What follows belongs to an exercise in optimizing a design on an open flow for small area and a short achievable clock period; a production flow would make more cautious choices. Only simulation tests tie the RTL to the original design; equivalence was not proved. Power figures rest on the tool's default switching activity, not on a simulated workload.

// stack_alu
module stack_alu #(
  parameter int DEPTH = 256,
  parameter int WIDTH = 4
) (
  input  logic             clk,
  input  logic             rst_n,
  input  logic [2:0]       opcode,
  input  logic [WIDTH-1:0] input_data,
  output logic [WIDTH-1:0] output_data,
  output logic             empty,
  output logic             full,
  output logic             overflow
);
Size in the first run: about 1,100 flip-flops, roughly 16 I/O pins, roughly 40,000 sq um of cells after synthesis.
Settings: LEC_CHECK=0, ABC_CLOCK_PERIOD_IN_PS=2500, CAP_MARGIN=30, CORE_MARGIN=2, CORE_UTILIZATION=40, CTS_CLUSTER_DIAMETER=60, CTS_CLUSTER_SIZE=50, SETUP_SLACK_MARGIN=4.88, SLEW_MARGIN=30, SYNTH_HIERARCHICAL=1, SYNTH_MINIMUM_KEEP_SIZE=0; clock period 7.5 ns.
run.sh (not shown) runs the stock make flow with config.mk's settings and CLKGATE_MAP_FILE= SYNTH_SCRIPT=/design/flow/synth_recipe.tcl, a recipe that flattens the netlist after the stock synthesis.
The baseline produced a clean layout.
Change:
CTS_CLUSTER_DIAMETER = 80   (was 60)
CTS_CLUSTER_SIZE = 30   (was 50)
SETUP_SLACK_MARGIN = 5.0   (was 4.88)
Setup slack improved by 0.019 ns; clock skew is higher by 0.025 ns; core utilization is lower by 0.65 points; final cell count is lower slightly; worst hold slack improved by 0.0044 ns; global-route usage is higher by 0.37 points; clock power is lower by about a fifth; design area is lower slightly; routed wire length is higher slightly; via count hardly moves.
Change:
GPL_TIMING_DRIVEN = 0   (was unset)
SETUP_SLACK_MARGIN = 4.88   (was 5.0)
Effect: Clock power is about the same; final area is higher by 0.61%; clock skew is lower by 0.017 ns; worst hold slack loses 0.042 ns; core utilization is higher by 0.27 points; global-route usage is lower by 0.88 points; first-iteration DRC count is lower by 19%; critical path depth is higher by 1; wire length is lower by 4.5%; register-to-register slack loses 0.02 ns; power is lower by 0.60%.
Change:
CORE_UTILIZATION = 55   (was 40)
GPL_TIMING_DRIVEN = unset   (was 0)
=>
- The new run finished with timing, DRC and antenna clean
- power goes up slightly
- worst hold slack gets better by 0.046 ns
- global-route usage goes up by 8.5 points
- die area goes down by a quarter to a third
Change:
CORE_UTILIZATION = 40   (was 55)
TNS_END_PERCENT = 10   (was unset)
Design area rose by 0.76%.
Core utilization fell by 16 points.
Sequential cell count does not change.
Routed wire length rose by 0.31%.
Total power fell by 1.4%.
Clock-buffer cell count rose by 12.
Setup slack degrades by 0.090 ns.
Sequential share of layout area fell by 0.53 points.
Area after synthesis is unchanged.
Final cell count rose by 9.9%.
Change:
CTS_BUF_LIST = sky130_fd_sc_hd__clkbuf_8 sky130_fd_sc_hd__clkbuf_16   (was unset)
TNS_END_PERCENT = unset   (was 10)
After rerunning:
- The new run produced a clean layout
- routed wire length goes up by about 0.3%
- area after synthesis does not change
- global-route usage goes up by 0.25 points


## garnet
stack_alu again, from the RTL that the note above started with.
make LEC_CHECK=0 ABC_CLOCK_PERIOD_IN_PS=2500 CAP_MARGIN=30 CORE_MARGIN=2 CORE_UTILIZATION=40 CTS_CLUSTER_DIAMETER=80 CTS_CLUSTER_SIZE=30 SETUP_SLACK_MARGIN=4.75 SLEW_MARGIN=30 SYNTH_HIERARCHICAL=1 SYNTH_MINIMUM_KEEP_SIZE=0 finish   # period 7.5 ns
--- input diff garnet..zinc ---
- changing SETUP_SLACK_MARGIN from 4.75 to 4.88
- changing SLEW_MARGIN from 30 to 20
- changing CAP_MARGIN from 30 to 20
### Flow results
- On part of the power in combinational logic, the higher figure sits with zinc, not garnet.
- Delta(static leakage, zinc - garnet) > 0
- Re total routed wirelength: zinc is 1.0% up on garnet.
- In zinc, the layout clock buffer count came out about 8% below the value in garnet.
- | clock power share | lower: zinc |
- Comparing zinc against garnet, there is no change at all in die extent in x.
- zinc and garnet ended up with nearly the same number of logic inverters in the finished layout.
- ~same number of global-route vias before repair in zinc and garnet
- No stage failed in zinc, and the final checks on the layout all came back clean.
> inputs changed (zinc -> violet)
- SLEW_MARGIN: 20 -> 30
- CAP_MARGIN: 20 -> 30
==> comparison <==
- When the final numbers for zinc and violet were put side by side, the worst setup slack turned out to be smaller in zinc.
- Total power after layout (violet vs. zinc) increases slightly
- Diff violet..zinc | cell area after layout | negligible
- Wire length across zinc and violet: no real change.
- Per the comparison of violet with zinc, sequential cell count neither gained nor lost much; critical path arrival neither gained nor lost much.
- Die span in y came out exactly the same in zinc and violet.
- The higher non-clock buffer instance count of the final layout came out of violet.
- Relative to zinc, the minimum period implied by the final worst setup slack of violet is lower by 0.0093 ns.
- Cell-internal power on violet is up relative to zinc.
## Diff of input files: cedar against violet
- PLACE_DENSITY now 0.75, previously not set
[summary]
cedar finished every stage and its layout cleared the timing, design-rule and antenna checks.
[compare] base=violet new=cedar: critical path depth went down 1; final area went down 0.33%; met3 demand-to-capacity share in global routing went up 1.1 points.
Relative to violet, the global-route track usage on met1 of cedar is lower by 2.5 points.
cedar vs. violet: power density relative to cell area decreased by 1.8 nW/um^2 relative to the old numbers; routed wirelength normalized by instance count decreased by 5.7% relative to the old numbers.
cedar ended up with sky130_fd_sc_hd__dfrtp_2 as its cell with the biggest individual delay on the critical path; violet ended up with sky130_fd_sc_hd__dfrtp_1.
In cedar, sequential share of layout area is higher than in violet.
Combinational group share of total power: cedar vs violet up 0.3 points
Between violet and cedar, final critical-path share of the clock period increased.
Amount of wire on met3 after detailed routing was higher in cedar than in violet.


== juniper ==
stack_alu, a different RTL version from the one above (not shown whole).
For scale: roughly 1,000 flip-flops, roughly 16 I/O pins, ~41,000 um^2 of cells after synthesis.
==> flow/design.v (excerpt) <==
module stack_alu #(
  parameter int DEPTH = 256,
  parameter int WIDTH = 4
) (
  input  logic             clk,
  input  logic             rst_n,
  input  logic [2:0]       opcode,
  input  logic [WIDTH-1:0] input_data,
  output logic [WIDTH-1:0] output_data,
  output logic             empty,
  output logic             full,
  output logic             overflow
);
clock: 7.5 ns
lec_check: 0
cap_margin: 20
core_margin: 2
core_utilization: 40
slew_margin: 20
juniper completed end to end; final checks failed (max-capacitance violations, max-slew violations).
Modified inputs, pepper compared to juniper
# juniper
export LEC_CHECK = 0
export CAP_MARGIN = 20
export CORE_MARGIN = 2
export CORE_UTILIZATION = 40
export SLEW_MARGIN = 20
create_clock -name core_clock -period 7.5 [get_ports {clk}]
# pepper
export LEC_CHECK = 0
export ABC_CLOCK_PERIOD_IN_PS = 2500
export CAP_MARGIN = 30
export CORE_MARGIN = 2
export CORE_UTILIZATION = 40
export SETUP_SLACK_MARGIN = 5
export SLEW_MARGIN = 30
create_clock -name core_clock -period 7.5 [get_ports {clk}]
Findings:
pepper: done, clean on timing, DRC and antenna
juniper -> pepper: highest attainable clock frequency increased by more than a quarter
Delta (pepper minus juniper): largest net degree at the start of global routing dropped 57%; clock period minus worst slack lost 1.46 ns.

[static timing again, ports no longer ideal]
The results above use ideal ports. As a check the final layouts listed here were re-extracted and re-timed, cells and wires unchanged. Step 1 assumes that a clkbuf_16 drives the clock port and a buf_2 every other input. Step 2 also shifts input and output timing later by t, the mid clock arrival at the registers, as if the neighbouring blocks saw the same clock. a / b / c = ideal ports / drivers / drivers and shift; a / b = the first two.
run	shift t [ns]	slack for setup (ns)	hold WS [ns]	clock arrival spread, ns	cell pins on the clock port's net
the first run of note 1	0.728	4.795 / 4.724 / 4.309	0.526 / 0.526 / 0.526	0.037 / 0.037	1
the second run of note 1	0.682	4.814 / 4.742 / 4.403	0.530 / 0.530 / 0.530	0.054 / 0.055	1
the third run of note 1	0.683	4.813 / 4.748 / 4.216	0.488 / 0.488 / 0.488	0.037 / 0.037	1
the fourth run of note 1	0.676	4.833 / 4.770 / 4.289	0.535 / 0.535 / 0.535	0.041 / 0.040	1
the fifth run of note 1	0.691	4.742 / 4.671 / 4.164	0.534 / 0.534 / 0.534	0.024 / 0.024	1
the sixth run of note 1	0.690	4.831 / 4.758 / 4.326	0.527 / 0.527 / 0.527	0.026 / 0.026	1
garnet	0.688	4.781 / 4.749 / 4.143	0.534 / 0.534 / 0.534	0.022 / 0.022	1
zinc	0.689	4.821 / 4.752 / 4.241	0.526 / 0.526 / 0.526	0.033 / 0.033	1
violet	0.690	4.831 / 4.758 / 4.326	0.523 / 0.523 / 0.523	0.028 / 0.027	1
cedar	0.688	4.747 / 4.671 / 4.237	0.550 / 0.550 / 0.550	0.036 / 0.036	1
juniper	0.792	2.170 / 2.170 / 2.170	0.490 / 0.490 / 0.490	0.038 / 0.038	1
pepper	0.794	3.625 / 3.625 / 3.625	0.501 / 0.501 / 0.501	0.034 / 0.033	1
For garnet, which loses most, drivers alone change the setup slack by -0.032 ns; drivers and shift together by -0.638 ns.
